From an optimization exercise on the open Yosys and OpenROAD flow, aimed at small area and a short achievable clock period; shortcuts taken in it are not production practice. Only simulation tests tie the RTL to the original design; equivalence was not proved. Power figures rest on the tool's default switching activity, not on a simulated workload.

$ cat design/flow/design.v
package arena_pkg;
    typedef logic [10-1:0] coord_t;
    typedef logic [15:0] score_t;
    typedef enum logic [1:0] {
        ST_START = 2'd0,
        ST_PLAY  = 2'd1,
        ST_DEAD  = 2'd2
    } game_state_t;
endpackage
module arena_box_hit
(
    input  logic [10-1:0] px,
    input  logic [10-1:0] py,
    input  logic [10-1:0] lox,
    input  logic [10-1:0] loy,
    input  logic [10:0]   hix,
    input  logic [10:0]   hiy,
    output logic                      hit
);
    localparam int CW = 10;
    function automatic logic lt11(input logic [CW:0] a, input logic [CW:0] b);
        logic [15:0] g;
        logic [15:0] l;
        g = '0;
        l = '0;
        g[CW:0] = ~a & b;
        l[CW:0] = a & ~b;
        for (int s = 1; s < 16; s = s * 2) begin
            for (int i = 0; i + s < 16; i = i + 2 * s) begin
                g[i] = g[i+s] | (~l[i+s] & g[i]);
                l[i] = l[i+s] | (~g[i+s] & l[i]);
            end
        end
        lt11 = g[0];
    endfunction
    assign hit = !lt11({1'b0, px}, {1'b0, lox}) && lt11({1'b0, px}, hix) &&
                 !lt11({1'b0, py}, {1'b0, loy}) && lt11({1'b0, py}, hiy);
endmodule
module arena_top
(
    input  logic                    Clk,
    input  logic                    rst_n,
    input  logic                    wb_cyc,
    input  logic                    wb_stb,
    input  logic                    wb_we,
    input  logic [3-1:0] wb_adr,
    input  logic [31:0]             wb_dat_w,
    output logic [31:0]             wb_dat_r,
    output logic                    wb_ack,
    input  arena_pkg::coord_t                  pix_x,
    input  arena_pkg::coord_t                  pix_y,
    input  logic                    pix_valid,
    input  logic                    frame_tick
);
    localparam int CW = 10;
    localparam int NS = 4;
    function automatic logic lt11(input logic [CW:0] a, input logic [CW:0] b);
        logic [15:0] g;
        logic [15:0] l;
        g = '0;
        l = '0;
        g[CW:0] = ~a & b;
        l[CW:0] = a & ~b;
        for (int s = 1; s < 16; s = s * 2) begin
            for (int i = 0; i + s < 16; i = i + 2 * s) begin
                g[i] = g[i+s] | (~l[i+s] & g[i]);
                l[i] = l[i+s] | (~g[i+s] & l[i]);
            end
        end
        lt11 = g[0];
    endfunction
    function automatic logic [CW-1:0] inc10(input logic [CW-1:0] c);
        logic [CW-1:0] m;    
        for (int i = 0; i < CW; i++) begin
            m = {CW{1'b1}} >> (CW - i);
            inc10[i] = c[i] ^ (&(c | ~m));
        end
    endfunction
    function automatic logic [CW-1:0] dec10(input logic [CW-1:0] c);
        logic [CW-1:0] m;    
        for (int i = 0; i < CW; i++) begin
            m = {CW{1'b1}} >> (CW - i);
            dec10[i] = c[i] ^ ~(|(c & m));
        end
    endfunction
    logic          start_cmd;
    logic          play_q;           
    logic          dead_r;           
    logic          dead_q;           
    logic          restart;
    logic [CW-1:0] player_x, player_y;
    logic [CW-1:0] bullet_x, bullet_y;
    logic          bullet_en;
    logic [1:0]    spawn_idx;
    logic [15:0]   score_base;       
    logic [NS-1:0] kill_q;           
    logic [NS-1:0] alive_q;          
    logic [NS-1:0][CW-1:0] mon_x;
    logic [NS-1:0][CW-1:0] mon_y;
    logic [NS-1:0][3:0]    mv;       
    logic          play, dead;
    logic [NS-1:0] alive;
    logic [15:0]   score;
    assign play  = play_q && !dead_q;
    assign dead  = dead_r || dead_q;
    assign alive = alive_q & ~kill_q;
    logic [2:0]  kill_cnt;
    logic [3:0]  score_lo;
    assign kill_cnt = 3'(kill_q[0]) + 3'(kill_q[1]) + 3'(kill_q[2]) + 3'(kill_q[3]);
    assign score_lo = {1'b0, score_base[2:0]} + {1'b0, kill_cnt};
    always_comb begin
        logic [12:0] m;      
        score[2:0] = score_lo[2:0];
        for (int i = 3; i < 16; i++) begin
            m = {13{1'b1}} >> (16 - i);
            score[i] = score_base[i] ^ (score_lo[3] & (&(score_base[15:3] | ~m)));
        end
    end
    logic req, wr;
    assign req = wb_cyc && wb_stb && !wb_ack;
    assign wr  = req && wb_we;
    logic [NS-1:0][CW-1:0] flip_x, flip_y;
    logic [1:0]    rsel;
    logic [CW-1:0] rd_x, rd_y;
    assign rsel = wb_adr[1:0];
    assign rd_x = mon_x[rsel] ^ flip_x[rsel];
    assign rd_y = mon_y[rsel] ^ flip_y[rsel];
    function automatic logic [31:0] xy_word(input logic [CW-1:0] x, input logic [CW-1:0] y,
                                            input logic b31);
        xy_word = '0;
        xy_word[CW-1:0]   = x;
        xy_word[16 +: CW] = y;
        xy_word[31]       = b31;
    endfunction
    logic [31:0] rd_data;
    always_comb begin
        case (wb_adr)
            3'd1:    rd_data = xy_word(player_x, player_y, 1'b0);
            3'd2:    rd_data = xy_word(bullet_x, bullet_y, bullet_en);
            3'd3:    rd_data = {score, 14'b0, dead, play};
            3'd4:    rd_data = xy_word(rd_x, rd_y, alive[0]);
            3'd5:    rd_data = xy_word(rd_x, rd_y, alive[1]);
            3'd6:    rd_data = xy_word(rd_x, rd_y, alive[2]);
            3'd7:    rd_data = xy_word(rd_x, rd_y, alive[3]);
            default: rd_data = '0;
        endcase
    end
    always_ff @(posedge Clk) begin
        wb_dat_r <= rd_data;
    end
    always_ff @(posedge Clk) begin
        if (!rst_n) begin
            wb_ack    <= 1'b0;
            start_cmd <= 1'b0;
            player_x  <= '0;
            player_y  <= '0;
            bullet_x  <= '0;
            bullet_y  <= '0;
            bullet_en <= 1'b0;
        end else begin
            wb_ack    <= req;
            start_cmd <= wr && (wb_adr == 3'd0) && wb_dat_w[0];
            if (wr && wb_adr == 3'd1) begin
                player_x <= wb_dat_w[CW-1:0];
                player_y <= wb_dat_w[16 +: CW];
            end
            if (wr && wb_adr == 3'd2) begin
                bullet_x  <= wb_dat_w[CW-1:0];
                bullet_y  <= wb_dat_w[16 +: CW];
                bullet_en <= wb_dat_w[31];
            end
        end
    end
    logic [NS-1:0] mon_hit;
    logic [NS-1:0] kill;
    logic          bullet_hit, player_hit, player_dead;
    logic [NS-1:0] mon_box;
    logic          bullet_box, player_box;
    for (genvar i = 0; i < NS; i++) begin : g_hit
        arena_box_hit mon_box_i (
            .px  (pix_x),
            .py  (pix_y),
            .lox (mon_x[i]),
            .loy (mon_y[i]),
            .hix ({1'b0, mon_x[i]} + (CW+1)'(22)),
            .hiy ({1'b0, mon_y[i]} + (CW+1)'(22)),
            .hit (mon_box[i])
        );
    end
    arena_box_hit bullet_box_i (
        .px  (pix_x),
        .py  (pix_y),
        .lox (bullet_x),
        .loy (bullet_y),
        .hix ({1'b0, bullet_x} + (CW+1)'(4)),
        .hiy ({1'b0, bullet_y} + (CW+1)'(4)),
        .hit (bullet_box)
    );
    arena_box_hit player_box_i (
        .px  (pix_x),
        .py  (pix_y),
        .lox (player_x),
        .loy (player_y),
        .hix ({1'b0, player_x} + (CW+1)'(25)),
        .hiy ({1'b0, player_y} + (CW+1)'(30)),
        .hit (player_box)
    );
    assign mon_hit    = {NS{pix_valid}} & alive & mon_box;
    assign bullet_hit = pix_valid && bullet_en && bullet_box;
    assign player_hit = pix_valid && player_box;
    assign kill        = (play && bullet_hit) ? mon_hit : '0;
    assign player_dead = play && player_hit && (|mon_hit);
    always_ff @(posedge Clk) begin
        if (!rst_n) begin
            play_q  <= 1'b0;
            dead_r  <= 1'b0;
            dead_q  <= 1'b0;
            restart <= 1'b0;
        end else begin
            restart <= start_cmd && !play;
            dead_q  <= player_dead;
            if (play) begin
                play_q <= 1'b1;
                dead_r <= 1'b0;
            end else if (start_cmd) begin
                play_q <= 1'b1;
                dead_r <= 1'b0;
            end else begin
                play_q <= 1'b0;
                dead_r <= dead;
            end
        end
    end
    always_ff @(posedge Clk) begin
        if (!rst_n || restart) begin
            score_base <= '0;
            kill_q     <= '0;
        end else begin
            score_base <= score;
            kill_q     <= kill;
        end
    end
    logic [NS-1:0] spawn_load;
    logic [CW-1:0] spawn_x, spawn_y;
    assign spawn_load = (frame_tick && play && !restart) ? (~alive & (alive + 1'b1)) : '0;
    always_comb begin
        case (spawn_idx)
            2'd0: begin spawn_x = CW'(12); spawn_y = CW'(240); end
            2'd1: begin spawn_x = CW'(240); spawn_y = CW'(12); end
            2'd2: begin spawn_x = CW'(468); spawn_y = CW'(240); end
            default: begin spawn_x = CW'(240); spawn_y = CW'(468); end
        endcase
    end
    always_ff @(posedge Clk) begin
        if (!rst_n || restart) begin
            spawn_idx <= 2'd0;
        end else if (|spawn_load) begin
            spawn_idx <= spawn_idx + 2'd1;
        end
    end
    for (genvar i = 0; i < NS; i++) begin : g_slot
        logic x_lt, x_gt, y_lt, y_gt, step;
        assign x_lt = lt11({1'b0, mon_x[i]}, {1'b0, player_x});
        assign x_gt = lt11({1'b0, player_x}, {1'b0, mon_x[i]});
        assign y_lt = lt11({1'b0, mon_y[i]}, {1'b0, player_y});
        assign y_gt = lt11({1'b0, player_y}, {1'b0, mon_y[i]});
        assign step = frame_tick && alive[i] && !restart;
        logic [CW-1:0] x_inc, x_dec, y_inc, y_dec;
        assign x_inc = inc10(mon_x[i]);
        assign x_dec = dec10(mon_x[i]);
        assign y_inc = inc10(mon_y[i]);
        assign y_dec = dec10(mon_y[i]);
        logic [3:0] back;
        assign back = alive[i] ? 4'b0 : mv[i];
        always_comb begin
            flip_x[i] = '0;
            flip_y[i] = '0;
            if (back[3]) flip_x[i] = x_dec ^ mon_x[i];
            if (back[2]) flip_x[i] = x_inc ^ mon_x[i];
            if (back[1]) flip_y[i] = y_dec ^ mon_y[i];
            if (back[0]) flip_y[i] = y_inc ^ mon_y[i];
        end
        always_ff @(posedge Clk) begin
            if (!rst_n) begin
                alive_q[i] <= 1'b0;
                mon_x[i]   <= '0;
                mon_y[i]   <= '0;
                mv[i]      <= '0;
            end else begin
                alive_q[i] <= !restart && (alive[i] || spawn_load[i]);
                if (alive[i] || spawn_load[i]) begin
                    mv[i] <= step ? {x_lt, x_gt, y_lt, y_gt} : 4'b0;
                end
                if (spawn_load[i]) begin
                    mon_x[i] <= spawn_x;
                    mon_y[i] <= spawn_y;
                end else if (step) begin
                    if (x_lt) mon_x[i] <= x_inc;
                    else if (x_gt) mon_x[i] <= x_dec;
                    if (y_lt) mon_y[i] <= y_inc;
                    else if (y_gt) mon_y[i] <= y_dec;
                end
            end
        end
    end
endmodule
$ cat design/flow/flow/run.sh
#!/bin/bash
# The standard layout with these changes:
#  - synthesis maps with the ABC script in flow/abc_area.script (selected by
#    ABC_AREA=1) and leaves adders to ABC (no ADDER_MAP_FILE); the rest of the
#    ORFS scripts are unchanged copies
#  - the port buffers are plain buf cells, which the timing repair can resize
#  - timing repair may resize cells to other footprints
#  - the slow low-power clock inverters (clkinvlp) and the slower variants of
#    cells that have a faster one of the same area are added to the
#    platform's don't-use list, so logic is not mapped onto them
set -euo pipefail
PLATFORM_DONT_USE="sky130_fd_sc_hd__probe_p_8 sky130_fd_sc_hd__probec_p_8 sky130_fd_sc_hd__lpflow_bleeder_1 sky130_fd_sc_hd__lpflow_clkbufkapwr_1 sky130_fd_sc_hd__lpflow_clkbufkapwr_16 sky130_fd_sc_hd__lpflow_clkbufkapwr_2 sky130_fd_sc_hd__lpflow_clkbufkapwr_4 sky130_fd_sc_hd__lpflow_clkbufkapwr_8 sky130_fd_sc_hd__lpflow_clkinvkapwr_1 sky130_fd_sc_hd__lpflow_clkinvkapwr_16 sky130_fd_sc_hd__lpflow_clkinvkapwr_2 sky130_fd_sc_hd__lpflow_clkinvkapwr_4 sky130_fd_sc_hd__lpflow_clkinvkapwr_8 sky130_fd_sc_hd__lpflow_decapkapwr_12 sky130_fd_sc_hd__lpflow_decapkapwr_3 sky130_fd_sc_hd__lpflow_decapkapwr_4 sky130_fd_sc_hd__lpflow_decapkapwr_6 sky130_fd_sc_hd__lpflow_decapkapwr_8 sky130_fd_sc_hd__lpflow_inputiso0n_1 sky130_fd_sc_hd__lpflow_inputiso0p_1 sky130_fd_sc_hd__lpflow_inputiso1n_1 sky130_fd_sc_hd__lpflow_inputiso1p_1 sky130_fd_sc_hd__lpflow_inputisolatch_1 sky130_fd_sc_hd__lpflow_isobufsrc_1 sky130_fd_sc_hd__lpflow_isobufsrc_16 sky130_fd_sc_hd__lpflow_isobufsrc_2 sky130_fd_sc_hd__lpflow_isobufsrc_4 sky130_fd_sc_hd__lpflow_isobufsrc_8 sky130_fd_sc_hd__lpflow_isobufsrckapwr_16 sky130_fd_sc_hd__lpflow_lsbuf_lh_hl_isowell_tap_1 sky130_fd_sc_hd__lpflow_lsbuf_lh_hl_isowell_tap_2 sky130_fd_sc_hd__lpflow_lsbuf_lh_hl_isowell_tap_4 sky130_fd_sc_hd__lpflow_lsbuf_lh_isowell_4 sky130_fd_sc_hd__lpflow_lsbuf_lh_isowell_tap_1 sky130_fd_sc_hd__lpflow_lsbuf_lh_isowell_tap_2 sky130_fd_sc_hd__lpflow_lsbuf_lh_isowell_tap_4"
SLOW_SAME_AREA="sky130_fd_sc_hd__o21ai_0 sky130_fd_sc_hd__a21boi_0 sky130_fd_sc_hd__and2_0 sky130_fd_sc_hd__o311ai_0 sky130_fd_sc_hd__or2_0 sky130_fd_sc_hd__clkinv_1 sky130_fd_sc_hd__clkbuf_1"
rm -rf scripts_copy
cp -r "$FLOW_HOME/scripts" scripts_copy
cp flow/abc_area.script scripts_copy/abc_area.script
bash standard.sh "SCRIPTS_DIR=$PWD/scripts_copy" ADDER_MAP_FILE= \
    "BUFFER_PORTS_ARGS=-buffer_cell sky130_fd_sc_hd__buf_2" \
    MATCH_CELL_FOOTPRINT=0 \
    "DONT_USE_CELLS=$PLATFORM_DONT_USE sky130_fd_sc_hd__clkinvlp_2 sky130_fd_sc_hd__clkinvlp_4 $SLOW_SAME_AREA" \
    finish > standard_flow.log 2>&1
$ cat design/flow/flow/abc_area.script
strash
dc2
balance
dch -f
map -B 0.9
topo
stime -c
buffer -c
upsize -c
dnsize -c
$ cat design/flow/standard.sh
#!/bin/bash
# synth_recipe.tcl (not shown) runs the flow's synth.tcl, then flattens the netlist and writes it again
# the make line also repeats each setting of config.mk as NAME=value (left out here)
make -C /OpenROAD-flow-scripts/flow DESIGN_CONFIG=/design/flow/config.mk WORK_HOME=/design/flow/orfs CLKGATE_MAP_FILE= SYNTH_SCRIPT=/design/flow/synth_recipe.tcl "${@:-finish}"
$ cat design/flow/config.mk
export PLATFORM = sky130hd
export DESIGN_NAME = arena_top
export DESIGN_NICKNAME = arena_top
export VERILOG_FILES = /design/flow/design.v
export SDC_FILE = /design/flow/constraint.sdc
export NUM_CORES = 4
export LEC_CHECK = 0
export ABC_AREA = 1
export CAP_MARGIN = 20
export CORE_MARGIN = 2
export CORE_UTILIZATION = 55
export SETUP_SLACK_MARGIN = 3.5
export SLEW_MARGIN = 20
export TNS_END_PERCENT = 0
$ cat design/flow/constraint.sdc
create_clock -name core_clock -period 5.8 [get_ports {Clk}]
set_input_delay 1.1600 -clock core_clock [delete_from_list [all_inputs] [get_ports {Clk}]]
set_output_delay 1.1600 -clock core_clock [all_outputs]
set_load 0.01 [all_outputs]
==> summary.txt, run 1 <==
DR pass1 iterations: 9
register area share after synthesis: 22.3%
largest cells by area after synthesis: dfxtp_1, nand2_1, inv_1, o21ai_1, nor2_1
drt initial violations: 2874
EDFF count, synth: 0
syn_area_per_cell: 5.73 µm²
proportion of layout cells with a drive suffix above 1: 16.4%
largest net degree at the start of global routing: 64
Post-synth ARST share: 0%
CP Max Fanout: 7
hold_ws: 460 ps
Yosys cell types: 61
P&R area growth vs syn: 13.5%
CTS clk-pin slew, worst paths: 80 ps
Port Buf Inserts: 77
Fmax: 396 MHz
period utilization: 43.6%
CTS Buf Count: 17
Boundary Pins: 95
Chip Width: 182 µm
GRT Residual Overflow: 0
final slew viol count: 0
Core Rows: 65
Rel. slew slack: 41.1%
routed wire length: 76200 µm
Core Util, Final: 63.1%
post-synth top area cell: dfxtp_1
first-pass GRT wire length: 113000 µm
worst-margin pin slew: 882 ps
H-tree levels: 4
status: complete, no violations
post-route minimum period: 2530 ps
cell with the most instances after synthesis: nand2_1
Die Area: 33200 µm²
RSZ-0062 raised after global routing: true
Antenna diodes: 0
worst skew pair latency: 480 ps
clock net sink count: 195
Max clock buf depth: 2
CP Capture Type: register
Starting Density: 55.7%
DR vias/cell: 6.39
root buf cell: clkbuf_16
Worst Path Arrival: 2870 ps
gr usage total: 44.3%
Cells after Synth: 3047
Leak: 8.76 nW
worst path required time: 6140 ps
post-route ant nets: 0
top cells by count, synth: nand2_1, inv_1, nor2_1, o21ai_1, dfxtp_1
DRC Markers: 0
die extent in y: 182 µm
NumNets Final: 3107
Final HPWL DP: 56800 µm
routability congestion estimate from global placement: 1.06
hold crit path type: reg -> reg
Worst Skew: 11.8 ps
wire per inst: 22.0 µm
CP Launch Type: register
final-report hold violation count: 0
DR vias: 22100
antenna violations before repair: 0
Cell Area, Synth: 17500 µm²
Seq cells post-synth: 195
predominant post-synthesis flop cell: dfxtp_1
setup TNS: 0 ps
Yosys warnings: 2
vias in the first global route: 20000
Core ar.: 31400 µm²
final setup fails: 0
CTS tree: built
maximum VDD drop: 0.183 mV
Setup CP Type: reg -> reg
Max Cap Viol: 0
CTS Hold Bufs: 0
area share of the largest cell type after synthesis: 22.3%
power density cells: 162 nW/µm²
-- per-layer routing --
| layer | part of all wire [%] | GRT usage [%] | up-vias |
|---|---|---|---|
| li1 | - | - | 10100 |
| met1 | 37 | 53.2 | 9903 |
| met5 | 0 | 0 | - |
| met2 | 42 | 68.1 | 1606 |
| met3 | 11 | 8.66 | 463 |
| met4 | 10 | 37.5 | 0 |
-- timing repair --
| action | 4_1_cts | 5_1_grt |
|---|---|---|
| buffers inserted | 15 | 10 |
| pin swaps | 18 | 27 |
| endpoints found under the hold margin | 0 | 0 |
| setup endpoints to repair | 150 | 165 |
| gates resized for setup | 194 | 166 |
| gates cloned | 1 | 2 |
-- cell type report --
class,count,area [µm²]
timing repair buffer,120,927
fill,3001,11600
clock inverter,15,193
clock buffer,17,425
tap,402,503
inverter,447,1770
timing repair inverter,1,11.3
sequential,195,4040
multi-input combinational,2263,12000
-- worst max-delay path, stage by stage (launching register included) --
cell and delay [ps]:
dfxtp_1 380, inv_2 80, nand2_4 160, inv_2 150, nor2_2 190, nand2_2 150
o21ai_4 270, o21ai_1 120, o21ai_1 90, nand2_1 150, a211oi_2 210, a21oi_1 100
o21ai_1 190, o2111ai_1 150
-- flip-flops by register name (all words and copies together), names as in the netlist, 2 cells and up --
name	cells
mon_x	40
mon_y	40
wb_dat_r	26
mv	16
score_base	16
bullet_x	10
bullet_y	10
player_x	10
player_y	10
alive_q	4
kill_q	4
spawn_idx	2
-- placed cells by master, fill, tap and decap left out, types with 8 or more instances in the layout --
cell         n
nand2_1    806
inv_1      361
nor2_1     271
o21ai_1    226
a21oi_1    179
nand3_1    135
dfxtp_1    130
o22ai_1     81
o211ai_1    80
inv_2       68
buf_2       66
nor3_1      51
dfxtp_2     44
xor2_1      40
nor2_2      34
a31oi_1     33
buf_4       30
nor2_4      23
o221ai_1    22
dfxtp_4     21
nand2_2     20
clkbuf_16   19
nand2_4     16
o2111ai_1   16
o21ai_2     15
a221oi_1    15
a21oi_2     14
a22oi_1     14
nand4_1     13
a211oi_1    13
inv_4       10
o21bai_1    10
o21a_1      10
xnor2_1      9
buf_6        9
o31ai_1      8
or2_2        8
-- through the flow --
step | instances | setup slack [ps] | area (µm²) | total power, mW
floorplan | 3052 | 3300 | 17600 | 1.69
global placement | 3400 | 2160 | 17900 | 1.84
finish | 3460 | 3270 | 19800 | 3.20
CTS | 3448 | 3350 | 19200 | 3.15
detailed placement | 3400 | 2080 | 17900 | 1.84
global route | 3460 | 3160 | 19800 | 3.27
-- report_power, final --
part	total [mW]	switching (mW)	internal, mW
sequential	1.35	0.0113	1.34
clock	1.32	0.658	0.659
combinational	0.533	0.366	0.167
total	3.20	1.04	2.17
-- logic make-up (layout without fill, tap and decap cells) --
family                 after synthesis  after routing  share of synthesized area (%)
flip-flops                         195            195                           22.3
AND/OR/NAND/NOR                   1419           1419                           34.1
buffers and inverters              594            600                           13.5
AO/OA/AOI/OAI                      789            789                           27.6
XOR/XNOR                            49             49                           2.46
other                                1              6                         0.0215
-- path summary, 6_finish.rpt --
| kind | cells after the start | to | startpoint | slack [ps] |
|---|---|---|---|---|
| hold / removal | 1 | dead_r$_SDFF_PP0_ | start_cmd$_SDFF_PN0_ | 460 |
| setup / recovery | 13 | wb_dat_r[24]$_DFF_P_ | kill_q[0]$_SDFF_PP0_ | 3270 |
| setup reg to reg | 13 | wb_dat_r[24]$_DFF_P_ | kill_q[0]$_SDFF_PP0_ | 3270 |
| hold reg to reg | 1 | dead_r$_SDFF_PP0_ | start_cmd$_SDFF_PN0_ | 460 |
==> run 2, diff against run 1 <==
--- a/design/flow/flow/run.sh
+++ b/design/flow/flow/run.sh
@@ -12,3 +12,3 @@
 PLATFORM_DONT_USE="sky130_fd_sc_hd__probe_p_8 sky130_fd_sc_hd__probec_p_8 sky130_fd_sc_hd__lpflow_bleeder_1 sky130_fd_sc_hd__lpflow_clkbufkapwr_1 sky130_fd_sc_hd__lpflow_clkbufkapwr_16 sky130_fd_sc_hd__lpflow_clkbufkapwr_2 sky130_fd_sc_hd__lpflow_clkbufkapwr_4 sky130_fd_sc_hd__lpflow_clkbufkapwr_8 sky130_fd_sc_hd__lpflow_clkinvkapwr_1 sky130_fd_sc_hd__lpflow_clkinvkapwr_16 sky130_fd_sc_hd__lpflow_clkinvkapwr_2 sky130_fd_sc_hd__lpflow_clkinvkapwr_4 sky130_fd_sc_hd__lpflow_clkinvkapwr_8 sky130_fd_sc_hd__lpflow_decapkapwr_12 sky130_fd_sc_hd__lpflow_decapkapwr_3 sky130_fd_sc_hd__lpflow_decapkapwr_4 sky130_fd_sc_hd__lpflow_decapkapwr_6 sky130_fd_sc_hd__lpflow_decapkapwr_8 sky130_fd_sc_hd__lpflow_inputiso0n_1 sky130_fd_sc_hd__lpflow_inputiso0p_1 sky130_fd_sc_hd__lpflow_inputiso1n_1 sky130_fd_sc_hd__lpflow_inputiso1p_1 sky130_fd_sc_hd__lpflow_inputisolatch_1 sky130_fd_sc_hd__lpflow_isobufsrc_1 sky130_fd_sc_hd__lpflow_isobufsrc_16 sky130_fd_sc_hd__lpflow_isobufsrc_2 sky130_fd_sc_hd__lpflow_isobufsrc_4 sky130_fd_sc_hd__lpflow_isobufsrc_8 sky130_fd_sc_hd__lpflow_isobufsrckapwr_16 sky130_fd_sc_hd__lpflow_lsbuf_lh_hl_isowell_tap_1 sky130_fd_sc_hd__lpflow_lsbuf_lh_hl_isowell_tap_2 sky130_fd_sc_hd__lpflow_lsbuf_lh_hl_isowell_tap_4 sky130_fd_sc_hd__lpflow_lsbuf_lh_isowell_4 sky130_fd_sc_hd__lpflow_lsbuf_lh_isowell_tap_1 sky130_fd_sc_hd__lpflow_lsbuf_lh_isowell_tap_2 sky130_fd_sc_hd__lpflow_lsbuf_lh_isowell_tap_4"
-SLOW_SAME_AREA="sky130_fd_sc_hd__o21ai_0 sky130_fd_sc_hd__a21boi_0 sky130_fd_sc_hd__and2_0 sky130_fd_sc_hd__o311ai_0 sky130_fd_sc_hd__or2_0 sky130_fd_sc_hd__clkinv_1 sky130_fd_sc_hd__clkbuf_1"
+SLOW_SAME_AREA="sky130_fd_sc_hd__o21ai_0 sky130_fd_sc_hd__a21boi_0 sky130_fd_sc_hd__and2_0 sky130_fd_sc_hd__o311ai_0 sky130_fd_sc_hd__or2_0"
 rm -rf scripts_copy
==> design/flow/flow/abc_area.script (replaced) <==
strash
dc2
balance
dc2
balance
dch -f
map -B 0.9
topo
stime -c
buffer -c
upsize -c
dnsize -c
==> summary.txt, run 2 <==
status: complete, no violations
Cells after Synth: 3061 (+0.46%)
Max Cap Viol: 0 (unchanged)
Max clock buf depth: 2 (unchanged)
NumNets Final: 3153 (+1.5%)
final slew viol count: 0 (unchanged)
CP Launch Type: input pin
Leak: 8.95 nW (+2.2%)
Hold Path End: dead_r$_SDFF_PP0_
Setup CP Type: in -> reg
worst r2r src: mon_x[14]$_SDFFE_PN0P_
Core Util, Final: 63.3% (+0.17 points)
register area share after synthesis: 22.3% (-0.035 points)
DR vias/cell: 6.46 (+1.1%)
worst path required time: 6120 ps (-20 ps)
post-route minimum period: 2490 ps (-34.6 ps)
CTS clk-pin slew, worst paths: 90 ps (about the same)
root buf cell: clkbuf_16
wire per inst: 22.3 µm (+1.3%)
H-tree levels: 4 (unchanged)
r2r setup slk: 3320 ps (+50 ps)
post-synth top area cell: dfxtp_1
Die Area: 33300 µm² (+0.15%)
Reg2Reg Depth: 9 (-4)
worst skew pair latency: 480 ps (about the same)
vias in the first global route: 20800 (+3.6%)
CP Capture Type: register
commonest cells after routing, fill and taps aside: nand2_1, inv_1, nor2_1
largest cells by area after synthesis: dfxtp_1, nand2_1, inv_1, nor2_1, o21ai_1
Rel. slew slack: 39.7% (-1.4 points)
Boundary Pins: 95 (unchanged)
Hold Crit Depth: 1 (unchanged)
Core Rows: 65 (unchanged)
CTS Buf Count: 17 (unchanged)
first-pass GRT wire length: 117000 µm (+3.3%)
DR vias: 22700 (+2.5%)
Worst Skew: 19.5 ps (+7.63 ps)
Core ar.: 31500 µm² (+0.26%)
biggest regs: mon_x: 40 flops, mon_y: 40 flops, wb_dat_r: 26 flops
Chip Width: 182 µm (about the same)
slowest stage cell on the critical path: o221ai_1
DRC Markers: 0 (unchanged)
wire length on met1: 29600 µm (+5.8%)
Worst Path Buf+Inv: 5 (+3)
metal3 WL: 12400 µm (+46%)
CTS tree: built
worst-margin pin slew: 903 ps (+20.7 ps)
Fmax: 401 MHz (+1.4%)
power density cells: 157 nW/µm² (-2.8%)
proportion of layout cells with a drive suffix above 1: 16.7% (+0.24 points)
cell with the most instances after synthesis: nand2_1
CP Max Fanout: 12 (+5)
largest net degree at the start of global routing: 63 (-1.6%)
gr usage total: 46.1% (+1.9 points)
period utilization: 43.0% (-0.60 points)
post-route ant nets: 0 (unchanged)
clock net sink count: 195 (unchanged)
commonest non-fill, non-tap cell in the layout: nand2_1
maximum VDD drop: 0.255 mV (+40%)
GRT Residual Overflow: 0 (unchanged)
hold crit path type: reg -> reg
met2 wire len: 32100 µm (+0.19%)
antenna violations before repair: 1 (+1)
family with the most delay on the worst path: buffers and inverters
Yosys cell types: 58 (-4.9%)
Finished Layout Cells: 3509 (+1.4%)
Worst Path Arrival: 2810 ps (-60 ps)
CTS Hold Bufs: 0 (unchanged)
area share of the largest cell type after synthesis: 22.3% (-0.035 points)
final-report hold violation count: 0 (unchanged)
Starting Density: 55.6% (-0.056 points)
die extent in y: 182 µm (about the same)
drt initial violations: 3215 (+12%)
DR pass1 iterations: 8 (-1)
EDFF count, synth: 0 (unchanged)
Final HPWL DP: 57400 µm (+0.91%)
top cells by count, synth: nand2_1, inv_1, nor2_1, o21ai_1, dfxtp_1
P&R area growth vs syn: 13.9%
reg2reg end: wb_dat_r[8]$_DFF_P_
final setup fails: 0 (unchanged)
Cell Area, Synth: 17500 µm² (+0.16%)
CP max stage delay: 400 ps (+20 ps)
Port Buf Inserts: 77 (unchanged)
max layer used: met5
Post-synth ARST share: 0% (unchanged)
critical path cell sequence: buf_4 -> inv_1 -> nor2_4 -> buf_4 -> clkbuf_16 -> nand3_1 -> nand4_1 -> inv_1 -> nand2_1 -> nand2_1 -> o221ai_1
syn_area_per_cell: 5.72 µm² (-0.30%)
Hold Path Origin: start_cmd$_SDFF_PN0_
Yosys warnings: 2 (unchanged)
Seq cells post-synth: 195 (unchanged)
dpl cells: 3420 (+0.59%)
predominant post-synthesis flop cell: dfxtp_1
setup TNS: 0 ps (unchanged)
routability congestion estimate from global placement: 1.02 (-3.5%)
routed wire length: 78300 µm (+2.7%)
RSZ-0062 raised after global routing: true
==> run 2: layout make-up <==
| cell class | count | area [µm²] |
|---|---|---|
| Inverter | 458 | 1860 |
| Tap cell | 402 | 503 |
| Antenna cell | 3 | 7.51 |
| Timing Repair Buffer | 143 | 1180 |
| Clock inverter | 12 | 105 |
| Fill cell | 3025 | 11500 |
| Timing Repair inverter | 3 | 22.5 |
| Multi-Input combinational cell | 2273 | 11800 |
| Clock buffer | 20 | 467 |
| Sequential cell | 195 | 4030 |
==> run 2: worst max path at each step <==
stage	startpoint	end	slack, ps	depth (start not counted)
2_1_floorplan	rst_n	kill_q[0]$_SDFF_PP0_	3180	14
6_report	wb_adr[0]	wb_dat_r[16]$_DFF_P_	3310	11
4_1_cts	pix_x[1]	kill_q[3]$_SDFF_PP0_	3430	15
3_5_place_dp	wb_adr[0]	player_x[1]$_SDFFE_PN0P_	1850	13
5_1_grt	wb_adr[0]	wb_dat_r[18]$_DFF_P_	3220	11
3_3_place_gp	wb_adr[0]	player_y[3]$_SDFFE_PN0P_	1960	13
==> run 2: what timing repair did <==
item                                    4_1_cts  5_1_grt
setup buffers                                27       17
pin swaps                                    32       12
cloned                                       10        0
endpoints found under the setup margin      155      155
resized for setup                           296       70
==> run 2: cells by family (layout without fill, tap and decap cells) <==
| logic type | Yosys count | count (layout) | synth area share, % |
|---|---|---|---|
| muxes | 1 | 1 | 0.0572 |
| AOI/OAI and AO/OA | 735 | 735 | 25.7 |
| xor gates and xnor gates | 49 | 49 | 2.45 |
| buffers and inverters | 598 | 636 | 13.6 |
| and+or+nand+nor | 1482 | 1482 | 35.9 |
| DFF | 195 | 195 | 22.3 |
| other | 1 | 9 | 0.0214 |
==> run 2: routing by layer <==
metal  GRT usage (%)  vias to the layer above
met5            1.93                        -
met1            59.6                    10400
met3            15.9                      326
li1                -                    10300
met4            22.5                        4
met2            68.4                     1659
==> run 2: stage by stage <==
step	power, mW	area (µm²)	worst slack (ps)	hold slack (ps)
3_3_place_gp	1.83	17900	1960	408
2_1_floorplan	1.69	17500	3180	400
6_report	3.13	19900	3310	442
3_5_place_dp	1.84	17900	1850	414
5_1_grt	3.20	19900	3220	478
4_1_cts	3.08	19600	3430	439
==> run 2: power breakdown <==
part           internal [mW]  total, mW  switching (mW)
registers               1.34       1.36          0.0128
logic                  0.167      0.543           0.375
clock network          0.627       1.23           0.605
==> run 3, diff against run 2 <==
==> design/flow/flow/abc_area.script (replaced) <==
strash
dc2
balance
dch -f
map -B 0.9
topo
stime -c
buffer -c
upsize -c
dnsize -c
--- a/design/flow/config.mk
+++ b/design/flow/config.mk
@@ -10,3 +10,3 @@
 export CORE_MARGIN = 2
-export CORE_UTILIZATION = 55
+export CORE_UTILIZATION = 50
 export SETUP_SLACK_MARGIN = 3.5
==> summary.txt, run 3 <==
status: complete, no violations
DR vias/cell: 6.09 (-5.7%)
gr usage total: 40.2% (-6.0 points)
CP Capture Type: register
power density cells: 155 nW/µm² (-1.5%)
Reg2Reg Depth: 11 (+2)
biggest regs: mon_x: 40 flops, mon_y: 40 flops, wb_dat_r: 26 flops
dpl cells: 3467 (+1.4%)
Seq cells post-synth: 195 (unchanged)
Final HPWL DP: 58000 µm (+1.1%)
worst skew pair latency: 490 ps (about the same)
RSZ-0062 raised after global routing: true
CTS Hold Bufs: 0 (unchanged)
H-tree levels: 4 (unchanged)
worst setup slack after layout: 3270 ps (-36.0 ps)
Die Area: 36700 µm² (+10%)
syn_area_per_cell: 5.76 µm² (+0.73%)
DR pass1 iterations: 6 (-2)
NumNets Final: 3143 (-0.32%)
XOR/XNOR Fraction of Synth Area: 2.59% (+0.14 points)
vias in the first global route: 18700 (-9.8%)
die extent in y: 192 µm (+5.0%)
CTS tree: built
fill count: 3537 (+17%)
final setup fails: 0 (unchanged)
Core Util, Final: 58.3% (-5.0 points)
Core ar.: 34500 µm² (+9.8%)
Setup CP Type: in -> reg
placed cell area: 18100 µm² (+1.2%)
largest family of logic cells by synthesized area: simple AND/OR/NAND/NOR gates
r2r setup slk: 3350 ps (+30 ps)
CP Max Fanout: 10 (-2)
root buf cell: clkbuf_16
Yosys cell types: 60 (+3.4%)
Cells after Synth: 3053 (-0.26%)
drt initial violations: 2307 (-28%)
hold crit path type: reg -> reg
commonest non-fill, non-tap cell in the layout: nand2_1
Worst Skew: 14.5 ps (-4.92 ps)
CP Launch Type: input pin
antenna violations before repair: 2 (+1)
post-synthesis compound-gate area fraction: 26.5% (+0.81 points)
Max clock buf depth: 2 (unchanged)
largest net degree at the start of global routing: 67 (+6.3%)
Hold Crit Depth: 1 (unchanged)
Fmax: 395 MHz (-1.4%)
commonest cells after routing, fill and taps aside: nand2_1, inv_1, nor2_1
setup TNS: 0 ps (unchanged)
Synth Area in Adders: 0% (unchanged)
CTS clk-pin slew, worst paths: 80 ps (about the same)
mux share of post-synthesis cell area: 0% (-0.057 points)
CTS Buf Count: 17 (unchanged)
Chip Width: 192 µm (+5.0%)
post-route ant nets: 0 (unchanged)
predominant post-synthesis flop cell: dfxtp_1
Finished Layout Cells: 3551 (+1.2%)
period utilization: 43.6% (+0.62 points)
proportion of layout cells with a drive suffix above 1: 17.5% (+0.83 points)
Port Buf Inserts: 77 (unchanged)
Worst Path Arrival: 2860 ps (+50 ps)
post-route minimum period: 2530 ps (+36.0 ps)
worst path required time: 6140 ps (+20 ps)
area share of the largest cell type after synthesis: 22.2% (-0.10 points)
routability congestion estimate from global placement: 1.03 (+1.2%)
final-report hold violation count: 0 (unchanged)
top cells by count, synth: nand2_1, inv_1, nor2_1, o21ai_1, dfxtp_1
cell with the most instances after synthesis: nand2_1
DR vias: 21600 (-4.6%)
simple logic cell fraction of the synthesized area: 35.4% (-0.49 points)
Post-synth ARST share: 0% (unchanged)
Max Cap Viol: 0 (unchanged)
Yosys warnings: 2 (unchanged)
hold_ws: 452 ps (+10.2 ps)
Rel. slew slack: 42.3% (+2.6 points)
final slew viol count: 0 (unchanged)
post-synth top area cell: dfxtp_1
Leak: 8.91 nW (-0.51%)
Core Rows: 68 (+4.6%)
maximum VDD drop: 0.210 mV (-18%)
largest cells by area after synthesis: dfxtp_1, nand2_1, inv_1, nor2_1, o21ai_1
worst-margin pin slew: 865 ps (-38.1 ps)
Starting Density: 50.9% (-4.7 points)
overall power: 3.12 mW (-0.45%)
worst slack at placement: 2280 ps (+429 ps)
P&R area growth vs syn: 14.5%
routed wire length: 76300 µm (-2.5%)
Cell Area, Synth: 17600 µm² (+0.46%)
first-pass GRT wire length: 110000 µm (-5.6%)
Boundary Pins: 95 (unchanged)
GRT Residual Overflow: 0 (unchanged)
DRC Markers: 0 (unchanged)
final instance area: 20100 µm² (+1.0%)
register area share after synthesis: 22.2% (-0.10 points)
EDFF count, synth: 0 (unchanged)
clock net sink count: 195 (unchanged)
wire per inst: 21.5 µm (-3.6%)
==> run 3: changes by cell type after synthesis, sizes merged, moves of 8 or more <==
cell    change
a21oi      +10
nand3      -26
o221ai      -8
inv        -17
nor2        +9
nor3       +13
o211ai     +20
==> run 3: worst max-delay path: stages <==
cell and delay, ps:
buf_6 110, nor2_4 120, buf_12 160, inv_8 50, buf_12 130, buf_4 140, nor3_2 270, a21oi_1 70
o311ai_1 120, a21oi_1 140, o21ai_2 180, o221ai_1 190
==> run 3: report_power, final <==
group	switching [mW]	internal [mW]	total (mW)
Combinational	0.368	0.178	0.546
Sequential	0.0115	1.34	1.35
Clock	0.631	0.588	1.22
==> run 3: repair_timing <==
| item | in CTS | in global routing |
|---|---|---|
| endpoints found under the setup margin | 151 | 151 |
| pin swaps | 7 | 50 |
| gates resized for setup | 47 | 315 |
| gates cloned | 3 | 4 |
| setup buffers | 5 | 38 |
==> run 3: worst paths after layout <==
check                   startpoint                   to
min           start_cmd$_SDFF_PN0_    dead_r$_SDFF_PP0_
max reg2reg  mon_x[3]$_SDFFE_PN0P_  wb_dat_r[9]$_DFF_P_
min reg2reg   start_cmd$_SDFF_PN0_    dead_r$_SDFF_PP0_
max                      wb_adr[0]  wb_dat_r[4]$_DFF_P_
==> run 3: per-layer routing <==
metal | part of all wire (%) | track usage, %
met1 | 40 | 50.5
met2 | 44 | 63.0
met3 | 7.7 | 5.45
met4 | 8.1 | 28.9
met5 | 0 | 0
==> run 3: kinds of logic (layout without fill, tap and decap cells) <==
logic type             Yosys count  in the layout
AO/OA/AOI/OAI                  755            755
AND/OR/NAND/NOR               1465           1468
XOR/XNOR                        52             52
buffers and inverters          585            618
flip-flops                     195            195
other                            1              8
==> run 3: area by class of cell <==
class	count	area [µm²]	share of cell area, %
repair inverters	2	17.5	0.0870
well taps	455	569	2.83
clock inverters	13	114	0.566
diodes	2	5.00	0.0249
flip-flops and latches	195	4040	20.0
clock buffers	19	453	2.25
repair buffers	143	1140	5.68
inverters	441	1750	8.67
multi-input cells	2281	12000	59.8
==> run 4, diff against run 3 <==
--- a/design/flow/config.mk
+++ b/design/flow/config.mk
@@ -10,3 +10,4 @@
 export CORE_MARGIN = 2
-export CORE_UTILIZATION = 50
+export CORE_UTILIZATION = 55
+export GPL_ROUTABILITY_DRIVEN = 0
 export SETUP_SLACK_MARGIN = 3.5
==> summary.txt, run 4 <==
worst r2r src: player_y[3]$_SDFFE_PN0P_
DR vias/cell: 6.20 (+1.8%)
worst skew pair latency: 480 ps (about the same)
final slew viol count: 0 (unchanged)
Hold Path End: dead_r$_SDFF_PP0_
P&R area growth vs syn: 13.3%
Hold Path Origin: start_cmd$_SDFF_PN0_
XOR/XNOR Fraction of Synth Area: 2.59% (unchanged)
reg2reg end: mon_y[36]$_SDFFE_PN0P_
largest net degree at the start of global routing: 65 (-3.0%)
maximum VDD drop: 0.230 mV (+9.4%)
Core Util, Final: 63.1% (+4.9 points)
vias in the first global route: 19100 (+1.7%)
RSZ-0062 raised after global routing: true
setup TNS: 0 ps (unchanged)
Cell Area, Synth: 17600 µm² (unchanged)
Post-synth ARST share: 0% (unchanged)
Core Rows: 65 (-4.4%)
antenna violations before repair: 2 (unchanged)
drt initial violations: 2734 (+19%)
wire per inst: 20.9 µm (-2.9%)
commonest cells after routing, fill and taps aside: nand2_1, inv_1, nor2_1
Synth Area in Adders: 0% (unchanged)
Boundary Pins: 95 (unchanged)
NumNets Final: 3128 (-0.48%)
Final HPWL DP: 54000 µm (-6.9%)
hold crit path type: reg -> reg
routed wire length: 72700 µm (-4.8%)
mux share of post-synthesis cell area: 0% (unchanged)
commonest non-fill, non-tap cell in the layout: nand2_1
worst path required time: 6130 ps (about the same)
die extent in y: 183 µm (-4.6%)
Max Cap Viol: 0 (unchanged)
Worst Path Arrival: 2870 ps (about the same)
Clk pwr share: 38.8% (-0.3 points)
Reg2Reg Depth: 14 (+3)
clock net sink count: 195 (unchanged)
period utilization: 43.7% (+0.089 points)
CTS Buf Count: 17 (unchanged)
simple logic cell fraction of the synthesized area: 35.4% (unchanged)
Starting Density: 55.7% (+4.8 points)
EDFF count, synth: 0 (unchanged)
Crit path top cell by count: inv_1
Net Sw Power: 0.975 mW (-3.5%)
Finished Layout Cells: 3483 (-1.9%)
CTS tree: built
Hold Crit Depth: 1 (unchanged)
Worst Skew: 15.7 ps (+1.17 ps)
CTS clk-pin slew, worst paths: 80 ps (about the same)
Seq pwr share: 44.2% (+0.8 points)
slowest stage cell on the critical path: a311oi_1
final-report hold violation count: 0 (unchanged)
H-tree levels: 4 (unchanged)
power density cells: 154 nW/µm² (-0.85%)
DR pass1 iterations: 6 (unchanged)
CP max stage delay: 610 ps (+340 ps)
cell with the most instances after synthesis: nand2_1
top cells by count, synth: nand2_1, inv_1, nor2_1, o21ai_1, dfxtp_1
Yosys warnings: 2 (unchanged)
Yosys cell types: 60 (unchanged)
Seq cells post-synth: 195 (unchanged)
gr usage total: 42.2% (+2.0 points)
CP Max Fanout: 13 (+3)
Cells after Synth: 3053 (unchanged)
Die Area: 33400 µm² (-8.9%)
DRC Markers: 0 (unchanged)
predominant post-synthesis flop cell: dfxtp_1
proportion of layout cells with a drive suffix above 1: 17.1% (-0.34 points)
Port Buf Inserts: 77 (unchanged)
post-route minimum period: 2530 ps (+5.18 ps)
area share of the largest cell type after synthesis: 22.2% (unchanged)
first-pass GRT wire length: 109000 µm (-1.6%)
Chip Width: 183 µm (-4.6%)
syn_area_per_cell: 5.76 µm² (unchanged)
CP Launch Type: input pin
GRT Residual Overflow: 0 (unchanged)
DR vias: 21600 (-0.17%)
Fmax: 394 MHz (-0.20%)
r2r setup slk: 3340 ps (about the same)
largest cells by area after synthesis: dfxtp_1, nand2_1, inv_1, nor2_1, o21ai_1
status: complete, no violations
largest family of logic cells by synthesized area: simple AND/OR/NAND/NOR gates
Core ar.: 31600 µm² (-8.6%)
Leak: 8.83 nW (-0.88%)
overall power: 3.06 mW (-1.9%)
CP Capture Type: register
Pint: 2.08 mW (-1.1%)
post-synth top area cell: dfxtp_1
biggest regs: mon_x: 40 flops, mon_y: 40 flops, wb_dat_r: 26 flops
Switching Share: 31.9% (-0.54 points)
final setup fails: 0 (unchanged)
post-route ant nets: 0 (unchanged)
worst-margin pin slew: 851 ps (-14.4 ps)
Gate power share: 16.9% (-0.6 points)
critical path cell sequence: buf_2 -> inv_1 -> nor2_4 -> inv_1 -> buf_8 -> nor3_1 -> a311oi_1 -> xnor2_1 -> nand2_1 -> o2111ai_1
final instance area: 19900 µm² (-1.0%)
Setup CP Type: in -> reg
post-synthesis compound-gate area fraction: 26.5% (unchanged)
Max clock buf depth: 2 (unchanged)
root buf cell: clkbuf_16
placed cell area: 18000 µm² (-0.57%)
Rel. slew slack: 43.3% (+1.0 points)
dpl cells: 3409 (-1.7%)
register area share after synthesis: 22.2% (unchanged)
run 4: cell count changes in the layout (fill, tap and decap cells not counted), moves of 3 or more:
cell,delta
dfxtp_2,+4
buf_4,-14
inv_2,-5
nand2_1,+3
inv_4,+7
buf_12,-3
a211oi_1,-3
inv_6,-3
dfxtp_1,-4
run 4: power groups by stage:
stage | Sequential [mW] | Combinational [mW] | Clock, mW
floorplan | 1.39 | 0.307 | 0
global placement | 1.39 | 0.436 | 0
detailed placement | 1.39 | 0.442 | 0
CTS | 1.36 | 0.471 | 1.20
global route | 1.35 | 0.551 | 1.24
finish | 1.35 | 0.518 | 1.19
run 4: critical path: cells and delay by family:
| kind | cells | cell delay (ps) |
|---|---|---|
| AOI/OAI and AO/OA | 2 | 700 |
| xor gates and xnor gates | 1 | 130 |
| buffers and inverters | 4 | 630 |
| and+or+nand+nor | 3 | 240 |
run 4: cells by family (layout without fill, tap and decap cells):
| family | Yosys count | count (layout) |
|---|---|---|
| flip-flops | 195 | 195 |
| other | 1 | 8 |
| AO/OA/AOI/OAI | 755 | 755 |
| XOR/XNOR | 52 | 52 |
| buffers and inverters | 585 | 602 |
| AND/OR/NAND/NOR | 1465 | 1469 |
run 4: how the worst max path moves through the flow:
stage / startpoint / cells past startpoint / end
finish: wb_adr[0] / 10 / wb_dat_r[16]$_DFF_P_
global route: player_y[3]$_SDFFE_PN0P_ / 14 / mon_y[36]$_SDFFE_PN0P_
CTS: mon_x[32]$_SDFFE_PN0P_ / 14 / wb_dat_r[9]$_DFF_P_
detailed placement: wb_adr[1] / 11 / bullet_y[5]$_SDFFE_PN0P_
global placement: wb_adr[1] / 11 / bullet_x[1]$_SDFFE_PN0P_
floorplan: pix_x[2] / 16 / dead_q$_SDFF_PN0_
run 4: final cells by class:
type / instances / area [µm²]
Multi-Input combinational cell: 2282 / 12100
Fill cell: 3190 / 11600
Sequential cell: 195 / 4040
Inverter: 441 / 1760
Timing Repair Buffer: 129 / 1020
Tap cell: 402 / 503
Clock buffer: 20 / 457
Clock inverter: 12 / 92.6
Antenna cell: 2 / 5.00
run 4: what timing repair did:
item                       4_1_cts  5_1_grt
setup endpoints to repair      173      166
cloned                           6        1
buffers inserted                12       21
hold buffers                     0        0
resized for setup              130      220
pin swaps                       16       35
run 4: metrics by stage:
step,worst slack (ps),hold slack (ps)
2_1_floorplan,3350,400
3_3_place_gp,1890,439
3_5_place_dp,1820,442
4_1_cts,3330,440
5_1_grt,3200,463
6_report,3270,448
run 4: per-layer routing:
| metal | vias up | global-route usage [%] | wire length, µm |
|---|---|---|---|
| met5 | - | 0 | 11 |
| met3 | 327 | 6.69 | 7180 |
| met1 | 9637 | 53.7 | 28500 |
| li1 | 10200 | - | - |
| met2 | 1391 | 64.5 | 30500 |
| met4 | 2 | 31.4 | 6490 |
==> run 5, diff against run 4 <==
--- a/design/flow/config.mk
+++ b/design/flow/config.mk
@@ -11,5 +11,4 @@
 export CORE_UTILIZATION = 55
-export GPL_ROUTABILITY_DRIVEN = 0
 export SETUP_SLACK_MARGIN = 3.5
 export SLEW_MARGIN = 20
-export TNS_END_PERCENT = 0
+export TNS_END_PERCENT = 5
==> summary.txt, run 5 <==
vias in the first global route: 20200 (+5.9%)
area share of the largest cell type after synthesis: 22.2% (unchanged)
largest net degree at the start of global routing: 67 (+3.1%)
P&R area growth vs syn: 15.6%
status: complete, no violations
Pint: 2.11 mW (+1.2%)
gr usage total: 44.5% (+2.3 points)
predominant post-synthesis flop cell: dfxtp_1
post-route ant nets: 0 (unchanged)
DRC Markers: 0 (unchanged)
final-report hold violation count: 0 (unchanged)
NumNets Final: 3142 (+0.45%)
CTS tree: built
Die Area: 33400 µm² (unchanged)
EDFF count, synth: 0 (unchanged)
antenna violations before repair: 0 (-2)
final setup fails: 0 (unchanged)
CP max stage delay: 400 ps (-210 ps)
Antenna diodes: 0 (-2)
CTS clk-pin slew, worst paths: 100 ps (+20 ps)
CP Launch Type: input pin
largest cells by area after synthesis: dfxtp_1, nand2_1, inv_1, nor2_1, o21ai_1
commonest non-fill, non-tap cell in the layout: nand2_1
syn_area_per_cell: 5.76 µm² (unchanged)
Switching Share: 33.5% (+1.7 points)
H-tree levels: 4 (unchanged)
Crit path top cell by count: nor2_1
worst-margin pin slew: 1050 ps (+203 ps)
post-synth top area cell: dfxtp_1
fill count: 2909 (-8.8%)
dpl cells: 3406 (-0.088%)
clock net sink count: 195 (unchanged)
GRT Residual Overflow: 0 (unchanged)
root buf cell: clkbuf_16
Worst Path Buf+Inv: 2 (-2)
proportion of layout cells with a drive suffix above 1: 18.4% (+1.2 points)
maximum VDD drop: 0.219 mV (-4.4%)
slowest stage cell on the critical path: nor4_1
Core Rows: 65 (unchanged)
Worst Path Arrival: 3110 ps (+240 ps)
RSZ-0062 raised after global routing: true
Net Sw Power: 1.06 mW (+9.2%)
Yosys warnings: 2 (unchanged)
CP Max Fanout: 11 (-2)
DR pass1 iterations: 9 (+3)
Clk pwr share: 39.9% (+1.1 points)
commonest cells after routing, fill and taps aside: nand2_1, inv_1, nor2_1
Gate power share: 17.4% (+0.5 points)
setup TNS: 0 ps (unchanged)
Yosys cell types: 60 (unchanged)
period utilization: 46.6% (+2.9 points)
Seq cells post-synth: 195 (unchanged)
Finished Layout Cells: 3495 (+0.34%)
cell with the most instances after synthesis: nand2_1
critical path cell sequence: buf_2 -> inv_2 -> nor2_1 -> nor3_1 -> nor4_1 -> o221ai_1 -> a21oi_1 -> nand2_1 -> a21oi_2 -> nand2_2 -> nor2_1
family with the most delay on the worst path: simple AND/OR/NAND/NOR gates
CTS Buf Count: 17 (unchanged)
wire per inst: 22.3 µm (+7.0%)
top cells by count, synth: nand2_1, inv_1, nor2_1, o21ai_1, dfxtp_1
Starting Density: 55.7% (unchanged)
Cell Area, Synth: 17600 µm² (unchanged)
worst skew pair latency: 480 ps (about the same)
Max clock buf depth: 2 (unchanged)
CP Capture Type: register
first-pass GRT wire length: 115000 µm (+5.7%)
biggest regs: mon_x: 40 flops, mon_y: 40 flops, wb_dat_r: 26 flops
post-route minimum period: 2700 ps (+168 ps)
Fmax: 370 MHz (-6.2%)
routability congestion estimate from global placement: 1.06
Rel. slew slack: 29.7% (-14 points)
worst path required time: 6210 ps (+80 ps)
drt initial violations: 2961 (+8.3%)
Cells after Synth: 3053 (unchanged)
power density cells: 156 nW/µm² (+1.7%)
routed wire length: 78000 µm (+7.4%)
DR vias: 22400 (+3.6%)
Boundary Pins: 95 (unchanged)
Seq pwr share: 42.7% (-1.5 points)
Final HPWL DP: 57200 µm (+6.0%)
Max Cap Viol: 0 (unchanged)
Worst Skew: 23.3 ps (+7.63 ps)
register area share after synthesis: 22.2% (unchanged)
die extent in y: 183 µm (unchanged)
Core ar.: 31600 µm² (unchanged)
DR vias/cell: 6.40 (+3.2%)
Chip Width: 183 µm (unchanged)
Leak: 9.00 nW (+1.9%)
Setup CP Type: in -> reg
hold crit path type: reg -> reg
final slew viol count: 0 (unchanged)
Port Buf Inserts: 77 (unchanged)
Post-synth ARST share: 0% (unchanged)
[run 5: stage by stage]
| step | power (mW) | utilization [%] | worst slack (ps) | hold slack (ps) | area, µm² |
|---|---|---|---|---|---|
| 6_report | 3.17 | 64.4 | 3100 | 446 | 20300 |
| 5_1_grt | 3.24 | 64.4 | 3120 | 440 | 20300 |
| 3_5_place_dp | 1.84 | 57.0 | 1800 | 420 | 18000 |
| 3_3_place_gp | 1.84 | 57.0 | 1930 | 422 | 18000 |
| 2_1_floorplan | 1.70 | - | 3360 | 400 | 17700 |
| 4_1_cts | 3.10 | 61.3 | 3390 | 434 | 19400 |
[run 5: area by class of cell]
| type | instances | area (µm²) | area share [%] |
|---|---|---|---|
| inverters | 441 | 1790 | 8.78 |
| well taps | 402 | 503 | 2.47 |
| clock inverters | 14 | 158 | 0.776 |
| repair inverters | 3 | 26.3 | 0.129 |
| multi-input cells | 2281 | 12200 | 60.1 |
| flip-flops and latches | 195 | 4030 | 19.8 |
| clock buffers | 18 | 439 | 2.16 |
| repair buffers | 141 | 1180 | 5.82 |
[run 5: final timing paths]
kind         cells past startpoint                   end  slack [ps]                 start
min                              1     dead_r$_SDFF_PP0_         450  start_cmd$_SDFF_PN0_
min reg2reg                      1     dead_r$_SDFF_PP0_         450  start_cmd$_SDFF_PN0_
max reg2reg                     15  wb_dat_r[25]$_DFF_P_        3300  kill_q[3]$_SDFF_PP0_
max                             11  kill_q[1]$_SDFF_PP0_        3100              pix_y[9]
[run 5: repair_timing]
item,CTS,global route
hold endpoints to repair,0,0
setup endpoints to repair,173,160
pin swaps,27,36
setup buffers,20,27
resized for setup,223,184
hold buffers,0,0
gates cloned,4,6
[run 5: cell families after synthesis]
family | after synthesis | synth area share [%]
simple gates | 1465 | 35.4
compound gates | 755 | 26.5
buf+inv | 585 | 13.3
flops | 195 | 22.2
xor+xnor | 52 | 2.59
other cells | 1 | 0.0213
[run 5: metal layers]
| layer | up-vias | GRT usage (%) | share of wire [%] |
|---|---|---|---|
| li1 | 10200 | - | - |
| met1 | 10200 | 52.4 | 37 |
| met2 | 1570 | 69.4 | 43 |
| met3 | 436 | 8.80 | 10 |
| met4 | 0 | 38.8 | 10 |
| met5 | - | 0 | 0 |
[run 5: power groups by stage]
stage / clock (mW) / sequential, mW / combinational [mW]
after detailed placement: 0 / 1.39 / 0.450
after global routing: 1.30 / 1.35 / 0.583
final: 1.27 / 1.35 / 0.551
after floorplan: 0 / 1.39 / 0.308
after global placement: 0 / 1.39 / 0.443
after CTS: 1.25 / 1.36 / 0.487
==> run 6, diff against run 5 <==
==> design/flow/flow/abc_area.script (replaced) <==
strash
dc2
balance
dch -f
map -B 0.9
strash
dch -f
map -B 0.9
topo
stime -c
buffer -c
upsize -c
dnsize -c
--- a/design/flow/config.mk
+++ b/design/flow/config.mk
@@ -13,2 +13,2 @@
 export SLEW_MARGIN = 20
-export TNS_END_PERCENT = 5
+export TNS_END_PERCENT = 0
==> summary.txt, run 6 <==
overall power: 3.14 mW (-1.1%)
predominant post-synthesis flop cell: dfxtp_1
worst setup slack after layout: 3290 ps (+191 ps)
Core Rows: 65 (unchanged)
Setup CP Type: in -> reg
gr usage total: 44.5% (about the same)
Die Area: 33000 µm² (-1.2%)
root buf cell: clkbuf_16
CP Launch Type: input pin
die extent in y: 182 µm (-0.59%)
wire per inst: 21.5 µm (-3.6%)
Boundary Pins: 95 (unchanged)
Worst Skew: 15.6 ps (-7.70 ps)
CTS Buf Count: 17 (unchanged)
CP Capture Type: register
commonest cells after routing, fill and taps aside: nand2_1, inv_1, o21ai_1
drt initial violations: 2651 (-10%)
DR vias: 22300 (-0.23%)
CTS Hold Bufs: 0 (unchanged)
Seq cells post-synth: 195 (unchanged)
period utilization: 43.3% (-3.3 points)
DRC Markers: 0 (unchanged)
Max clock buf depth: 2 (unchanged)
worst path required time: 6170 ps (-40 ps)
final slew viol count: 0 (unchanged)
Port Buf Inserts: 77 (unchanged)
Yosys cell types: 62 (+3.3%)
biggest regs: mon_x: 40 flops, mon_y: 40 flops, wb_dat_r: 26 flops
Starting Density: 55.5% (-0.25 points)
worst skew pair latency: 470 ps (about the same)
DR pass1 iterations: 8 (-1)
setup TNS: 0 ps (unchanged)
Yosys warnings: 2 (unchanged)
clock net sink count: 195 (unchanged)
Final HPWL DP: 56800 µm (-0.62%)
Cell Area, Synth: 17400 µm² (-1.2%)
Rel. slew slack: 42.7% (+13 points)
P&R area growth vs syn: 16.6%
Chip Width: 182 µm (-0.59%)
DR vias/cell: 6.35 (-0.74%)
power density cells: 155 nW/µm² (-0.67%)
cell with the most instances after synthesis: nand2_1
Max Cap Viol: 0 (unchanged)
worst-margin pin slew: 858 ps (-196 ps)
maximum VDD drop: 0.227 mV (+3.5%)
routed wire length: 75600 µm (-3.1%)
hold crit path type: reg -> reg
final instance area: 20200 µm² (-0.42%)
status: complete, no violations
EDFF count, synth: 0 (unchanged)
Worst Path Buf+Inv: 3 (+1)
final setup fails: 0 (unchanged)
CTS tree: built
worst slack at placement: 1840 ps (+39.2 ps)
register area share after synthesis: 22.5% (+0.27 points)
H-tree levels: 4 (unchanged)
first-pass GRT wire length: 113000 µm (-1.3%)
CTS clk-pin slew, worst paths: 80 ps (-20 ps)
post-synth top area cell: dfxtp_1
routability congestion estimate from global placement: 1.06 (about the same)
critical path cell sequence: buf_6 -> nor2_1 -> buf_6 -> clkinv_8 -> nor2_1 -> o31ai_1 -> a21boi_2 -> nand4_1 -> nand2_1 -> nand2_1 -> o221ai_2
slowest stage cell on the critical path: o31ai_1
antenna violations before repair: 1 (+1)
proportion of layout cells with a drive suffix above 1: 19.1% (+0.74 points)
post-route ant nets: 0 (unchanged)
Post-synth ARST share: 0% (unchanged)
Leak: 9.08 nW (+0.85%)
largest cells by area after synthesis: dfxtp_1, nand2_1, inv_1, o21ai_1, nor2_1
Core ar.: 31300 µm² (-0.77%)
Cells after Synth: 3059 (+0.20%)
largest net degree at the start of global routing: 57 (-15%)
syn_area_per_cell: 5.68 µm² (-1.4%)
Worst Path Arrival: 2880 ps (-230 ps)
vias in the first global route: 20000 (-1.1%)
RSZ-0062 raised after global routing: true
placed cell area: 17800 µm² (-1.1%)
top cells by count, synth: nand2_1, inv_1, nor2_1, o21ai_1, a21oi_1
GRT Residual Overflow: 0 (unchanged)
family with the most delay on the worst path: compound AO/OA/AOI/OAI gates
post-route minimum period: 2510 ps (-191 ps)
area share of the largest cell type after synthesis: 22.5% (+0.27 points)
final-report hold violation count: 0 (unchanged)
commonest non-fill, non-tap cell in the layout: nand2_1
Fmax: 398 MHz (+7.6%)
NumNets Final: 3160 (+0.57%)
CP max stage delay: 290 ps (-110 ps)
CP Max Fanout: 13 (+2)
==> run 6: per-stage QoR <==
step / hold WS [ps] / util, % / instances
floorplan: 400 / - / 3064
global placement: 438 / 56.7 / 3415
detailed placement: 444 / 56.8 / 3416
CTS: 449 / 61.7 / 3476
global route: 460 / 64.6 / 3512
finish: 450 / 64.6 / 3513
==> run 6: path summary, 6_finish.rpt <==
kind | startpoint | end | slack, ps | depth (start not counted)
worst max-delay path | wb_adr[0] | wb_dat_r[23]$_DFF_P_ | 3290 | 11
worst min-delay path | start_cmd$_SDFF_PN0_ | dead_r$_SDFF_PP0_ | 450 | 1
worst max register to register | mon_y[0]$_SDFFE_PN0P_ | wb_dat_r[23]$_DFF_P_ | 3300 | 10
worst min register to register | start_cmd$_SDFF_PN0_ | dead_r$_SDFF_PP0_ | 450 | 1
==> run 6: logic make-up (layout without fill, tap and decap cells) <==
kind of cell	Yosys count	in the layout	share of synthesized area, %
buf+inv	589	635	13.4
xor+xnor	43	43	2.17
flops	195	195	22.5
other cells	1	7	0.0216
compound gates	796	796	27.4
simple gates	1435	1435	34.6
==> run 6: area by class of cell <==
class	instances	area (µm²)
sequential	195	4060
tap	402	503
fill	2984	11100
timing repair buffer	153	1200
antenna	1	2.50
timing repair inverter	1	8.76
multi-input combinational	2280	12100
inverter	450	1800
clock inverter	11	118
clock buffer	20	447
==> run 6: report_power, final <==
part | total, mW | internal, mW | switching (mW)
clock network | 1.24 | 0.617 | 0.621
logic | 0.550 | 0.179 | 0.371
registers | 1.35 | 1.34 | 0.0102
==> run 6: what timing repair did <==
item	4_1_cts	5_1_grt
pin swaps	23	52
gates resized for setup	271	221
setup endpoints to repair	181	151
endpoints found under the hold margin	0	0
gates cloned	3	0
setup buffers	26	36
==> run 6: layer usage <==
layer  share of wire [%]  global-route usage, %  vias to the layer above
li1                    -                      -                    10300
met1                  37                   54.1                    10100
met2                  44                   70.4                     1543
met3                  10                   7.20                      418
met4                 9.3                   34.8                        0
met5                   0                      0                        -
==> run 7, diff against run 6 <==
==> design/flow/flow/abc_area.script (replaced) <==
strash
dc2
balance
dch -f
map -B 0.9
topo
stime -c
buffer -c
upsize -c
dnsize -c
==> summary.txt, run 7 <==
status: complete, no violations
first-pass GRT wire length: 114000 µm (+0.55%)
Boundary Pins: 95 (unchanged)
routability congestion estimate from global placement: 1.01 (-5.5%)
period utilization: 43.1% (-0.22 points)
CTS tree: built
DR pass1 iterations: 6 (-2)
CP Launch Type: input pin
hold crit path type: reg -> reg
Worst Path Arrival: 2820 ps (-60 ps)
antenna violations before repair: 0 (-1)
Reg2Reg Depth: 13 (+3)
GRT Residual Overflow: 0 (unchanged)
Setup CP Type: in -> reg
drt initial violations: 2695 (+1.7%)
largest net degree at the start of global routing: 67 (+18%)
predominant post-synthesis flop cell: dfxtp_1
CP startpoint: wb_adr[1]
reg2reg end: wb_dat_r[4]$_DFF_P_
maximum VDD drop: 0.219 mV (-3.5%)
Fmax: 400 MHz (+0.50%)
root buf cell: clkbuf_16
post-route minimum period: 2500 ps (-12.6 ps)
final setup fails: 0 (unchanged)
Port Buf Inserts: 77 (unchanged)
Leak: 8.72 nW (-4.0%)
worst-margin pin slew: 921 ps (+63.1 ps)
largest cells by area after synthesis: dfxtp_1, nand2_1, inv_1, nor2_1, o21ai_1
power density cells: 159 nW/µm² (+2.5%)
DRC Markers: 0 (unchanged)
Die Area: 33400 µm² (+1.2%)
Post-synth ARST share: 0% (unchanged)
Rel. slew slack: 38.6% (-4.2 points)
wire per inst: 21.5 µm (+0.14%)
syn_area_per_cell: 5.76 µm² (+1.4%)
Chip Width: 183 µm (+0.60%)
post-synth top area cell: dfxtp_1
final slew viol count: 0 (unchanged)
family with the most delay on the worst path: compound AO/OA/AOI/OAI gates
CP max stage delay: 270 ps (-20 ps)
Core ar.: 31600 µm² (+0.78%)
Max clock buf depth: 2 (unchanged)
H-tree levels: 4 (unchanged)
r2r setup slk: 3330 ps (+30 ps)
Yosys warnings: 2 (unchanged)
P&R area growth vs syn: 11.6%
die extent in y: 183 µm (+0.60%)
Hold Path Origin: mv[14]$_SDFFE_PN0N_
clock net sink count: 195 (unchanged)
Max Cap Viol: 0 (unchanged)
worst setup slack after layout: 3300 ps (+12.6 ps)
critical path cell sequence: buf_2 -> nand2_1 -> buf_8 -> inv_2 -> nand2_1 -> o21ai_1 -> a21oi_1 -> o2111ai_1 -> a21oi_1 -> o21ai_2 -> o221ai_1
post-route ant nets: 0 (unchanged)
EDFF count, synth: 0 (unchanged)
DR vias/cell: 6.30 (-0.85%)
CTS Buf Count: 17 (unchanged)
cell with the most instances after synthesis: nand2_1
Seq cells post-synth: 195 (unchanged)
NumNets Final: 3121 (-1.2%)
worst path required time: 6120 ps (-50 ps)
routed wire length: 74900 µm (-0.97%)
area share of the largest cell type after synthesis: 22.2% (-0.27 points)
gr usage total: 44.4% (-0.10 points)
worst r2r src: kill_q[2]$_SDFF_PP0_
proportion of layout cells with a drive suffix above 1: 16.3% (-2.8 points)
CTS clk-pin slew, worst paths: 80 ps (about the same)
instance count on the critical path: 11 (unchanged)
worst skew pair latency: 470 ps (about the same)
slowest stage cell on the critical path: inv_2
worst slack at placement: 1820 ps (-26.1 ps)
commonest non-fill, non-tap cell in the layout: nand2_1
[run 7: changes by cell type after synthesis, moves of 13 or more]
cell / delta
a21oi_1: -23
buf_2: +13
inv_1: -28
inv_2: +31
nand2_1: +31
nand3_1: -38
o211ai_1: +51
o21ai_1: -78
o22ai_1: +13
[run 7: kinds of logic (layout without fill, tap and decap cells)]
group | count (synthesis) | count (layout) | share of synthesized area [%]
XOR/XNOR | 52 | 52 | 2.59
other | 1 | 6 | 0.0213
AND/OR/NAND/NOR | 1465 | 1468 | 35.4
AO/OA/AOI/OAI | 755 | 755 | 26.5
flip-flops | 195 | 195 | 22.2
buffers and inverters | 585 | 596 | 13.3
[run 7: how the worst min path moves through the flow]
stage                                     end  slack (ps)  depth (start not counted)
after floorplan             dead_r$_SDFF_PP0_         400                          1
after global placement      dead_r$_SDFF_PP0_         410                          1
after detailed placement    dead_r$_SDFF_PP0_         440                          1
after CTS                   dead_r$_SDFF_PP0_         450                          1
after global routing        dead_r$_SDFF_PP0_         470                          1
final                     mv[14]$_SDFFE_PN0N_         470                          2
[run 7: final cells by class]
class / count / area, µm²
Fill cell: 3069 / 11900
Inverter: 441 / 1740
Tap cell: 402 / 503
Timing Repair Buffer: 121 / 870
Clock buffer: 17 / 425
Multi-Input combinational cell: 2281 / 11900
Sequential cell: 195 / 4030
Timing Repair inverter: 2 / 15.0
Clock inverter: 15 / 168
[run 7: timing repair]
action                                  in CTS  in global routing
gates resized for setup                    247                 54
pin swaps                                   30                 13
hold buffers                                 0                  0
gates cloned                                 5                  0
endpoints found under the setup margin     166                161
buffers inserted                            23                  5
[run 7: per-layer routing]
metal	part of all wire, %	global-route usage (%)	vias up
met4	9.9	37.9	0
met2	43	69.5	1447
met3	9.7	8.18	364
met5	0	0	-
li1	-	-	10200
met1	37	52.7	9879
[run 7: through the flow]
| step | instance area [µm²] | power [mW] | hold WS (ps) | cells |
|---|---|---|---|---|
| 2_1_floorplan | 17700 | 1.70 | 400 | 3058 |
| 3_3_place_gp | 18000 | 1.84 | 415 | 3409 |
| 3_5_place_dp | 18000 | 1.84 | 439 | 3409 |
| 4_1_cts | 19400 | 3.11 | 450 | 3469 |
| 5_1_grt | 19600 | 3.21 | 469 | 3474 |
| 6_report | 19600 | 3.12 | 471 | 3474 |
[run 7: where the power goes]
group	total [mW]	switching, mW	internal (mW)
Sequential	1.35	0.0112	1.34
Clock	1.26	0.643	0.615
Combinational	0.506	0.354	0.152
Total	3.12	1.01	2.11
[run 7: worst min-delay path: stages, from the launching register on]
cell     delay [ps]
dfxtp_1         320
nand2_1          60
a21oi_1          60

Setup slack of run 7, layout unchanged: 3.301 ns with ideal ports, 3.329 ns with driving cells assumed (clock clkbuf_16, inputs buf_2), 2.809 ns with port delays also shifted by the 0.520 ns mid clock arrival.
